Source: an optimization exercise on an open RTL-to-GDS flow (aim: small area and few clock cycles per item). Production flows keep margins and buffers that such runs may drop.
Function was checked by simulation only, so behaviour that the tests miss may differ from the original.

## flow/design.v (module list and top-level ports; edited modules follow where they fit)
// module fast_point_distance_to_plane: 4260 lines
// module ransac_inlier_scorer: 95 lines
module ransac_inlier_scorer (
    input  logic         clock,
    input  logic         reset_n,
    input  logic         start_valid,
    output logic         start_ready,
    input  logic [127:0] plane,
    input  logic [31:0]  threshold,
    input  logic [31:0]  point_count,
    input  logic         point_valid,
    output logic         point_ready,
    input  logic [95:0]  point,
    output logic         done_valid,
    input  logic         done_ready,
    output logic [31:0]  inlier_count,
    output logic         busy
);
  // ...
==> flow/flow/run.sh <==
#!/bin/bash
set -o pipefail
export BUFFER_PORTS_ARGS="-buffer_cell sky130_fd_sc_hd__buf_1"
export REMOVE_ABC_BUFFERS=1
bash standard.sh 2>&1 | tee standard.log
==> flow/standard.sh <==
#!/bin/bash
# synth_recipe.tcl (not shown) runs the flow's synth.tcl, then flattens the netlist and writes it again
# the make line also repeats each setting of config.mk as NAME=value (left out here)
make -C /OpenROAD-flow-scripts/flow DESIGN_CONFIG=/design/flow/config.mk WORK_HOME=/design/flow/orfs CLKGATE_MAP_FILE= SYNTH_SCRIPT=/design/flow/synth_recipe.tcl "${@:-finish}"
==> flow/config.mk <==
export PLATFORM = sky130hd
export DESIGN_NAME = ransac_inlier_scorer
export DESIGN_NICKNAME = ransac_inlier_scorer
export VERILOG_FILES = /design/flow/design.v
export SDC_FILE = /design/flow/constraint.sdc
export NUM_CORES = 4
export LEC_CHECK = 0
export ABC_AREA = 1
export CAP_MARGIN = 20
export CORE_MARGIN = 2
export CORE_UTILIZATION = 55
export CTS_BUF_LIST = sky130_fd_sc_hd__clkbuf_8
export GPL_TIMING_DRIVEN = 0
export SLEW_MARGIN = 20
==> flow/constraint.sdc <==
create_clock -name core_clock -period 10.0 [get_ports {clock}]
set_input_delay 2.0000 -clock core_clock [delete_from_list [all_inputs] [get_ports {clock}]]
set_output_delay 2.0000 -clock core_clock [all_outputs]
set_load 0.01 [all_outputs]
==> impl_results.md, run 1 <==
- Final Hold Slack: 0.3610 ns
- Synth cell types: 62
- Min-delay worst type: flip-flop to flip-flop
- Met2 wire length: 120.0 mm
- Root Buffer: clkbuf_8
- Headroom to the max-slew limit: 0.1394
- Placed insts: 8333
- Met2 GRT Util: 0.6648
- Clock Latency Late Sink: about 0.79 ns
- Highest metal used: met5
- RePlAce Congestion: 1.023
- Most frequent cells in the layout: xor2_1, o22ai_1, fa_1, inv_1, nand2_1
- NonClk Buf Share: 0.04930
- R2R Path End: row1_r[31]
- Status: no timing/DRC/antenna violations
- Remaining DRCs: 0
- Core footprint: 0.1203 mm²
- Synth area leaders: fa_1, xor2_1, o22ai_1
- Clock transition at the registers of the reported paths: 0.07 ns
- Avg Cell Area, Syn: 9.656 µm²
- Clock network area share: 0.01674
- DP Area: 0.07021 mm²
- Pins over their slew limit: 0
- Chip height: 352.5 µm
- Final core utilization: 0.5952
- Multi-input logic area: 0.05477 mm²
- Final setup fails: 0
Testbench counts, summed over its fixed seeds: cycles 24,717, points 24,517.
==> run 2: changes to the inputs <==
==> flow/flow/run.sh (replaced) <==
#!/bin/bash
set -o pipefail
export BUFFER_PORTS_ARGS="-buffer_cell sky130_fd_sc_hd__buf_1"
bash standard.sh 2>&1 | tee standard.log
--- a/flow/config.mk
+++ b/flow/config.mk
@@ -8,3 +8,3 @@
 export ABC_AREA = 1
-export CAP_MARGIN = 20
+export CAP_MARGIN = 10
 export CORE_MARGIN = 2
@@ -12,3 +12,2 @@
 export CTS_BUF_LIST = sky130_fd_sc_hd__clkbuf_8
-export GPL_TIMING_DRIVEN = 0
-export SLEW_MARGIN = 20
+export SLEW_MARGIN = 10
==> run 2 against run 1 <==
  * Area after synthesis did not move
  * Utilization fell by 0.46 points
  * Clock skew fell by 0.030 ns
  * Via count down 0.67%
  * Critical path depth up 1
  * Critical path type unchanged
  * Largest cell class unchanged
  * Highest routed layer unchanged
==> impl_results.md, run 2 <==
- Pin count of the biggest net entering global routing: 74
- H-tree Lvls: 2
- Fin Clk Skew: approximately 0.035 ns
- Final worst slack: 1.076 ns
- Fin crit share: 0.8924
- Iter 0 DRT Violations: ~10k
- DP Area: 0.06974 mm² (-0.66%)
- Remaining DRCs: 0 (unchanged)
- Largest area contributor in the netlist: fa_1
- # IOs: 329
- Post-synthesis sequential area ratio: 0.1130
- Count leader, synth: xor2_1
- Via count: roughly 59k
- Die Wd: 352.5 µm
- Clock transition at the registers of the reported paths: 0.07 ns (about the same)
- Vias in the first global route: 57.86k
- Flops & latches, synth: 296
- Initial Util: 0.5554
- Full die area: 0.1243 mm²
- Final setup fails: 0 (unchanged)
- Commonest non-fill, non-tap cell in the layout: xor2_1
- Clock tree sinks: 296
- Min-delay worst type: flip-flop to flip-flop
- Minimum clock period: roughly 9 ns
- Worst slew pin tran: 1.434 ns
- Cts hold-fix bufs: 0
- Most used flip-flop cell after synthesis: edfxtp_1
- Fillers: 10.73k
- Max-cap violations: 0
- DR vias/cell: 6.826
- Worst setup path class: flip-flop to output port
- Headroom to the max-slew limit: 0.04378 (-0.09561)
- CP Capture Type: output port
- Layout Nets: 8717
- Fraction of registers with async set/reset: 0.01689
- Status: no timing/DRC/antenna violations
- CP startpoint kind: flip-flop
- Pins over their slew limit: 0 (unchanged)
- # resized after CTS: 0
- Root Buffer: clkbuf_8
- Reg-to-reg slack, setup: 1.89 ns
- Slowest stage delay, CP: 0.47 ns
- Post-Syn Area: 0.06681 mm²
- Clock Latency Late Sink: 0.74 ns (-0.05 ns)
- CTS tree: built
- Final ANT Viol Nets: 0
- Port Buf Inserts: approximately 330
- Postcts setup bufs: 0
- Avg Cell Area, Syn: 9.656 µm² (unchanged)
- First-pass GRT wire length: ~440 mm
- Post-Route WL: 316.0 mm
- Most frequent cells in the layout: xor2_1, o22ai_1, fa_1, inv_1, nand2_1
- Critical-path top delay cell: fa_1
- Grt total ovfl: 0
- Post-Syn Instances: 6919
- Hold path depth: 0
- TNS Setup: 0 ns
- Ys Warns: 1
- Layout area overhead: 6.321%
- Pre-CTS setup slack: 1.549 ns
- EDFF count, synth: 160
- Hold worst-path end: s1_first_r
- Critical Path RT: 8.00 ns
- RSZ-0062 raised after global routing: no
- Initial antenna violation count: 9
- Synth area leaders: fa_1, xor2_1, o22ai_1
- Total GRT Usage: 0.5028
- FP Rows: 127
- Reg-to-reg critical path startpoint: a_r[11]
- Chip height: 352.5 µm (unchanged)
- Post-DP HPWL: between 200 and 250 mm
- RePlAce Congestion: 1.151 (+12%)
- Synth cell types: 62 (unchanged)
- Register-to-Register Path Depth: 15
- Clk buf depth: 3
- HP Start: first_r
- Drt pass-1 iters: 10
- WP data arrival: 6.92 ns
- R2R Path End: row1_r[16]
- Num CTS Buffers: 55
- Most common library cells after synthesis: xor2_1, o22ai_1, fa_1
- Share of layout cells above drive strength 1: 0.06781
- Max frequency: between 0.1 and 0.15 GHz
- Routed len/inst: ~37 µm
- Yosys top cell area share: 0.3802
- Core footprint: 0.1203 mm² (unchanged)
- Final hold violations: 0
- Crit-path max FO: 4
- Design area: roughly 0.071 mm²
[run 2: cell counts after synthesis]
Identical to the previous run, type by type.
[run 2: worst max-delay path by stage]
stage | to | start | depth (start not counted) | slack (ns)
after floorplan | row1_r[16] | point[19] | 16 | 2.26
after global placement | row1_r[31] | point[85] | 26 | 1.46
after detailed placement | row1_r[31] | point[85] | 26 | 1.55
after CTS | inlier_count[20] | row0_r[0] | 34 | 0.93
after global routing | inlier_count[28] | row0_r[8] | 37 | 0.39
final | inlier_count[20] | row0_r[0] | 34 | 1.08
[run 2: metal layers]
metal / global-route usage / wire length [µm] / vias up / share of wire
met1: 0.5995 / 105200 / 28920 / 0.33
met2: 0.7005 / 126200 / 5239 / 0.40
met3: 0.2327 / 50540 / 1358 / 0.16
met4: 0.3885 / 33880 / 12 / 0.11
li1: - / - / 23220 / -
met5: 0.01000 / 204 / - / 0.00065
[run 2: critical path: cells and delay by family, from the launching register on]
kind	cells	cell delay (ns)
AO/OA/AOI/OAI	4	0.82
XOR/XNOR	2	0.44
adder cells (fa/ha/maj)	5	1.25
buffers and inverters	3	0.36
flip-flops	1	0.30
AND/OR/NAND/NOR	20	3.01
[run 2: metrics by stage]
stage	std cells	hold slack [ns]	util
floorplan	6919	0.3311	-
global placement	8497	0.3406	0.5798
detailed placement	8497	0.3387	0.5798
CTS	8601	0.3522	0.5903
global route	8603	0.3621	0.5905
finish	8606	0.3514	0.5905
[run 2: logic make-up after synthesis]
family,after synthesis,synth area share
AO/OA/AOI/OAI,1586,0.1456
XOR/XNOR,1510,0.1982
adder cells (fa/ha/maj),1481,0.4199
buffers and inverters,1289,0.07296
AND/OR/NAND/NOR,756,0.05023
flip-flops,296,0.1130
other,1,0.00005613
[run 2: final cells by class]
type / instances / area [µm²] / area share
Antenna cell: 4 / 10.01 / 0.0001409
Clock buffer: 60 / 825.8 / 0.01163
Clock inverter: 44 / 434.2 / 0.006112
Inverter: 664 / 2500 / 0.03519
Multi-Input combinational cell: 5334 / 54480 / 0.7669
Sequential cell: 296 / 7552 / 0.1063
Tap cell: 1612 / 2017 / 0.02839
Timing Repair Buffer: 592 / 3217 / 0.04529

afterwards: timing with drivers on the ports:
How much do the figures lean on ideal ports? The routed layouts below were timed once more, with nothing changed but the port constraints.
Step 1 sets driving cells, clkbuf_16 on the clock port and buf_2 on the other inputs (assumed; they add their load-dependent delay and slew).
Step 2 adds t to the input delays and takes it off the output delays; t is the mean of the earliest and latest rising clock arrival at the registers after step 1. Input paths then give back, and output paths get back, about the clock's delay inside the block.
a / b / c = ideal ports / drivers / drivers and shift; a / b = the first two.
| run | t (ns) | slack for setup (ns) | hold WS [ns] |
|---|---|---|---|
| run 1 | 0.827 | 0.480 / 0.410 / 0.725 | 0.361 / 0.361 / 0.361 |
| run 2 | 0.815 | 1.076 / 0.991 / 1.260 | 0.351 / 0.351 / 0.351 |
After both steps setup and hold are still met in every run listed.
